From an optimization exercise on the open Yosys and OpenROAD flow, aimed at small area; shortcuts taken in it are not production practice. Function was checked by simulation only, so behaviour that the tests miss may differ from the original. No activity file was given, so power comes from the tool's default toggle rates.

**flow/design.v**
```verilog
module regfile_mp #(
  parameter int DATA_W   = 32,
  parameter int ADDR_W   = 5,
  parameter int ZERO_REG = 1,
  parameter int BYPASS   = 1
) (
  input  logic              clock,
  input  logic              reset,
  input  logic [ADDR_W-1:0] rd_addr1,
  input  logic [ADDR_W-1:0] rd_addr2,
  output logic [DATA_W-1:0] rd_data1,
  output logic [DATA_W-1:0] rd_data2,
  output logic              rd_busy1,
  output logic              rd_busy2,
  input  logic              wr_en_a,
  input  logic [ADDR_W-1:0] wr_addr_a,
  input  logic [DATA_W-1:0] wr_data_a,
  input  logic              wr_en_b,
  input  logic [ADDR_W-1:0] wr_addr_b,
  input  logic [DATA_W-1:0] wr_data_b,
  input  logic              busy_set,
  input  logic [ADDR_W-1:0] busy_addr,
  output logic              busy_any
);
  localparam int DEPTH = 1 << ADDR_W;
  logic [DATA_W-1:0] mem [DEPTH];
  logic [DEPTH-1:0]  busy;
  logic [DEPTH-1:0]  busy_nxt;
  logic              we_a;
  logic              we_b;
  logic              set_q;
  always_comb begin
    we_a  = wr_en_a;
    we_b  = wr_en_b;
    set_q = busy_set;
    if (ZERO_REG != 0) begin
      if (wr_addr_a == '0) we_a = 1'b0;
      if (wr_addr_b == '0) we_b = 1'b0;
      if (busy_addr == '0) set_q = 1'b0;
    end
  end
  always_ff @(posedge clock or negedge reset) begin
    if (!reset) begin
      for (int i = 0; i < DEPTH; i++) begin
        mem[i] <= '0;
      end
    end else begin
      for (int i = 0; i < DEPTH; i++) begin
        if (we_b && wr_addr_b == ADDR_W'(i)) begin
          mem[i] <= wr_data_b;
        end else if (we_a && wr_addr_a == ADDR_W'(i)) begin
          mem[i] <= wr_data_a;
        end
      end
    end
  end
  always_comb begin
    busy_nxt = busy;
    if (wr_en_b) busy_nxt[wr_addr_b] = 1'b0;
    if (set_q)   busy_nxt[busy_addr] = 1'b1;
  end
  always_ff @(posedge clock or negedge reset) begin
    if (!reset) begin
      busy <= '0;
    end else begin
      busy <= busy_nxt;
    end
  end
  always_comb begin
    busy_any = |busy;
  end
  function automatic logic [DATA_W:0] rd_port(
    input logic [ADDR_W-1:0] a
  );
    logic [DATA_W-1:0] d;
    logic              b;
    d = mem[a];
    b = busy[a];
    if (BYPASS != 0 && reset) begin
      if (wr_en_b && wr_addr_b == a) begin
        d = wr_data_b;
        b = 1'b0;
      end else if (wr_en_a && wr_addr_a == a) begin
        d = wr_data_a;
      end
    end
    if (ZERO_REG != 0 && a == '0) begin
      d = '0;
      b = 1'b0;
    end
    rd_port = {b, d};
  endfunction
  always_comb begin
    {rd_busy1, rd_data1} = rd_port(rd_addr1);
  end
  always_comb begin
    {rd_busy2, rd_data2} = rd_port(rd_addr2);
  end
endmodule
```
**flow/constraint.sdc**
```tcl
create_clock -name core_clock -period 7.0 [get_ports {clock}]
set_input_delay 1.4000 -clock core_clock [delete_from_list [all_inputs] [get_ports {clock}]]
set_output_delay 1.4000 -clock core_clock [all_outputs]
set_load 0.01 [all_outputs]
```
**flow/run.sh**
```bash
#!/bin/bash
# synth_recipe.tcl (not shown) runs the flow's synth.tcl, then flattens the netlist and writes it again
# the make line also repeats each setting of config.mk as NAME=value (left out here)
make -C /OpenROAD-flow-scripts/flow DESIGN_CONFIG=/design/flow/config.mk WORK_HOME=/design/flow/orfs CLKGATE_MAP_FILE= SYNTH_SCRIPT=/design/flow/synth_recipe.tcl finish
```
**flow/config.mk**
```make
export PLATFORM = sky130hd
export DESIGN_NAME = regfile_mp
export DESIGN_NICKNAME = regfile_mp
export VERILOG_FILES = /design/flow/design.v
export SDC_FILE = /design/flow/constraint.sdc
export NUM_CORES = 4
export LEC_CHECK = 0
export CAP_MARGIN = 20
export CORE_MARGIN = 2
export CORE_UTILIZATION = 35
export SETUP_SLACK_MARGIN = 0.6
export SLEW_MARGIN = 20
```
==> run summary <==
cell families after synthesis:
logic type      count (synthesis)
compound gates               2231
simple gates                 1744
mux                          1040
flops                        1024
buf+inv                       828
xor+xnor                       29
fa+ha+maj                      10
cells in the final DEF (no fill, tap or decap), drive strengths merged, types with 106 or more instances in the layout:
master | synthesis | routed
a21oi | 533 | 533
a221oi | 301 | 301
a22o | 301 | 301
a22oi | 296 | 296
buf | 368 | 530
clkbuf | 443 | 182
clkdlybuf4s50 | 0 | 150
dfrtp | 1024 | 1024
mux2i | 1012 | 1012
nand2 | 665 | 665
nand4 | 127 | 127
nor2 | 636 | 637
nor3 | 106 | 106
o21ai | 650 | 650
sequential cells by signal, indices dropped and copies added (netlist names):
register,flops
mem,992
busy,32
power breakdown:
part	switching, mW	internal, mW	total, mW
combinational	2.39	1.63	4.02
sequential	2.04	7.50	9.54
clock	3.01	4.34	7.36
cells in the mapped netlist (24+ instances only):
master | n | area share
sky130_fd_sc_hd__buf_1 | 78 | 0.0046
sky130_fd_sc_hd__mux2i_1 | 1012 | 0.16
sky130_fd_sc_hd__nor3_1 | 104 | 0.0083
sky130_fd_sc_hd__a221oi_1 | 290 | 0.040
sky130_fd_sc_hd__o211ai_1 | 33 | 0.0039
sky130_fd_sc_hd__a22oi_1 | 293 | 0.035
sky130_fd_sc_hd__clkbuf_1 | 443 | 0.026
sky130_fd_sc_hd__a21oi_1 | 533 | 0.042
sky130_fd_sc_hd__nor2_1 | 608 | 0.036
sky130_fd_sc_hd__nand2_1 | 663 | 0.040
sky130_fd_sc_hd__dfrtp_1 | 1024 | 0.41
sky130_fd_sc_hd__nand3_1 | 40 | 0.0032
sky130_fd_sc_hd__buf_2 | 227 | 0.018
sky130_fd_sc_hd__a22o_1 | 301 | 0.042
sky130_fd_sc_hd__buf_4 | 44 | 0.0052
sky130_fd_sc_hd__nor4_1 | 27 | 0.0027
sky130_fd_sc_hd__o21ai_0 | 647 | 0.051
sky130_fd_sc_hd__nand4_1 | 127 | 0.013
sky130_fd_sc_hd__nor4b_1 | 24 | 0.0033
final cells by class:
cell class | instances | area, um2 | share of cell area
inverter | 17 | 63.8 | 0.000852
clock buffer | 182 | 3880 | 0.0518
clock inverter | 50 | 627 | 0.00837
timing repair buffer | 682 | 7060 | 0.0943
tap | 2355 | 2950 | 0.0394
multi-input combinational | 5055 | 34600 | 0.462
sequential | 1024 | 25600 | 0.342
antenna | 21 | 52.6 | 0.000702
final timing paths:
kind	startpoint	end	slack, ps	cells after the start
setup / recovery	rd_addr1[0]	rd_data1[24]	440	11
hold / removal	reset	mem[21][31]	440	1
setup reg to reg	mem[17][15]	mem[17][15]	5920	2
hold reg to reg	mem[2][30]	mem[2][30]	510	2
max in group asynchronous	reset	mem[10][13]	3380	4
min in group core_clock	mem[2][30]	mem[2][30]	510	2
worst max-delay path: cells and delay by family:
kind	cells	cell delay (ps)
compound gates	3	1260
buf+inv	4	1520
simple gates	4	930
timing repair:
action	4_1_cts	5_1_grt
gates resized for setup	24	13
buffers inserted	35	15
cloned	1	0
pin swaps	18	10
endpoints found under the setup margin	44	31
metrics by stage:
stage | instance area (um2) | setup WS [ps] | utilization | instances
CTS | 74600 | 585 | 0.417 | 9348
floorplan | 63000 | 2470 | - | 6906
global route | 74800 | 596 | 0.419 | 9367
finish | 74900 | 438 | 0.419 | 9386
global placement | 69600 | -131 | 0.389 | 9078
detailed placement | 69600 | -143 | 0.390 | 9080
routing by layer:
layer  track usage  routed length (um)  up-vias
li1              -                   -    25600
met1         0.553              154000    33600
met2         0.593              162000     6393
met3         0.184               61600     2076
met4         0.336               40200       20
met5       0.00651                 274        -
==> run summary <==
- The clock tree from TritonCTS is built.
- Along the worst path, the maximum fanout reaches 14.
- The number of nets produced by synthesis is 7,010.
- The async set-reset flop share out of synthesis is 1.00.
- The final net count is 7,014.
- The complex-gate fraction of the synthesized area is 0.235.
- The die is 428 um tall.
- The final cycle utilization of the critical path is 0.937.
- The placeable core area is roughly 180,000 um2.
- The filler cell count is 17.5k.
- The register bit total from synthesis is 1,024.
- The critical path goes through buf_2 -> nand3b_2 -> buf_4 -> nor2_4 -> buf_4 -> a22o_1 -> a221oi_1 -> nand4_1 -> a2111oi_2 -> nor3_1 -> clkdlybuf4s50_1.
- The number of pins exceeding their max-slew limit in the final report is 0.
- STA classifies the critical path startpoint as an input pin.
- Across the run, the number of max-cap violations was 0.
- The transition at the pin with the smallest max-transition slack is 1220 ps.
- The synthesis-to-finish area growth is 18.9%.
- The fmax is 152 MHz.
- The peak supply drop is 286 uV.
- A synthesized cell averages 9.12 um2.
- For the worst setup path, the data required time is between 5000 and 6000 ps.
- The final sum of negative setup slack is 0 ps.
- The number of buffers created by CTS is 130.
- The placer congestion estimate is roughly 1.1.
- Summing every instance area after synthesis gives between 60,000 and 70,000 um2.
- The HPWL after detailed placement is 258,000 um.
- Clock skew on the completed layout was measured at 0 ps.
- The quantity of I/O buffers inserted on ports is 160.
- Among all stages on the critical path, the largest delay is contributed by sky130_fd_sc_hd__a2111oi_2.
- The length of the first detailed-routing pass in iterations is 7.
- The minimum clock period is 6560 ps.
- Of the total synthesized cell area, the portion taken by AND, OR, NAND and NOR gates is 0.124.
- Final hold analysis gives a worst-case slack of about 440 ps.
- The clock latency reported for the late side of the worst-skew pair is 810 ps.
- The setup path with the least slack is of type in -> out.
- The number of endpoints with negative hold slack in the final report is 0.
- During I/O placement, the number of pins put on the boundary was 161.
- The via count of the first global-routing pass was 62.4k.
- Setup repair after global routing could not meet its margin everywhere.
- The clock slew seen by the registers of the worst setup and hold paths is 70 ps.
- By instance count, the cell type seen most on the critical path is sky130_fd_sc_hd__buf_4.
- Synthesis produced 6,906 cells.
- The initial antenna violation count is 19.
- After synthesis, the largest family of logic cells by area is compound AO/OA/AOI/OAI gates.
- The most used flip-flop cell after synthesis is sky130_fd_sc_hd__dfrtp_1.
- Dividing the detail-routed wire length by the instance count gives between 40 and 50 um.
- Entering global routing, the biggest net connects 155 pins.
- The aggregate global-route resource usage is 0.440.
- On the worst path, the slowest cell contributes a delay of 800 ps.
- The via total after detailed routing is 67.7k.
- The proportion of synthesized chip area in sequential cells is 0.407.
- Setup violations remaining at the end of the flow were counted as 0.
- The total power draw is between 20 and 25 mW.
- Counting distinct cell types in the post-synthesis netlist gives 87.
- Headroom to the max-slew limit came out at 0.183.
- The horizontal extent of the die is 428 um.
- The synthesized-area fraction occupied by xor and xnor cells is 0.00403.
- After clock tree synthesis, the flow added hold-fix buffers numbering 0.
- The routed design has 418,000 um of wire.
- The portion of synthesized area spent on multiplexers is 0.169.
- The cell area power density is about 280 nW/um2.
- The first-pass GRT wire length is 557,000 um.
- Of the cells placed in the final design, the portion with a size suffix greater than 1 is 0.137.
- The cell at the root of the clock tree is sky130_fd_sc_hd__clkbuf_16.
- The DRC violation total after the first TritonRoute iteration is 12.5k.
- For this run, the number of Yosys warnings is 2.
- Global routing finished with a remaining overflow of 0.
- The total number of placement rows is ~160.
- The DRC violations left is 0.
- STA classifies the critical path endpoint as a primary output.
- The signal arrival time at the worst endpoint is 5160 ps.
- The maximum clock path buffer count is 3.
- Using the TritonRoute via totals, the vias-per-cell ratio works out to 7.21.
- The flow ran to the end and the layout has no timing, DRC or antenna violations.
- Counting flops with a built-in enable in the synthesized netlist gives 0.
- CTS built an H-tree with a depth of 4.
- The share of synthesized cell area in full adder, half adder and majority cells is 0.00199.
- The min-delay analysis places its worst path in the category in -> async.
- The floorplan step defined a die boundary enclosing 183,000 um2.
- The initial core utilization is 0.353.
- The number of clock sinks is 1,024.
- The detail route stage leaves a number of antenna-violating nets equal to 0.
- The analysis attributes to cell leakage a power of 33.4 nW.

## separate check: timing with driven ports
No port has a modelled driver above. Below, the same layout with a new extraction and two added sets of constraints. Step 1 (the two cells are an assumption about what drives the block):
set clk [get_ports {clock}]
set_driving_cell -lib_cell sky130_fd_sc_hd__clkbuf_16 $clk
set_driving_cell -lib_cell sky130_fd_sc_hd__buf_2 [delete_from_list [all_inputs] $clk]
Step 2 also shifts input and output timing later by t, the mid clock arrival at the registers, as if the neighbouring blocks saw the same clock. Slacks: ideal ports / drivers / drivers and shift; pairs: ideal ports / drivers.
t, ns: 0.909
setup WS [ns]: 0.438 / 0.324 / 0.324
clock arrival spread, ns: 0.057 / 0.056
worst register clock-pin slew, ns: 0.07 / 0.07
After both steps this run still meets setup and hold. For this run, drivers alone change the setup slack by -0.114 ns; drivers and shift together by -0.114 ns.
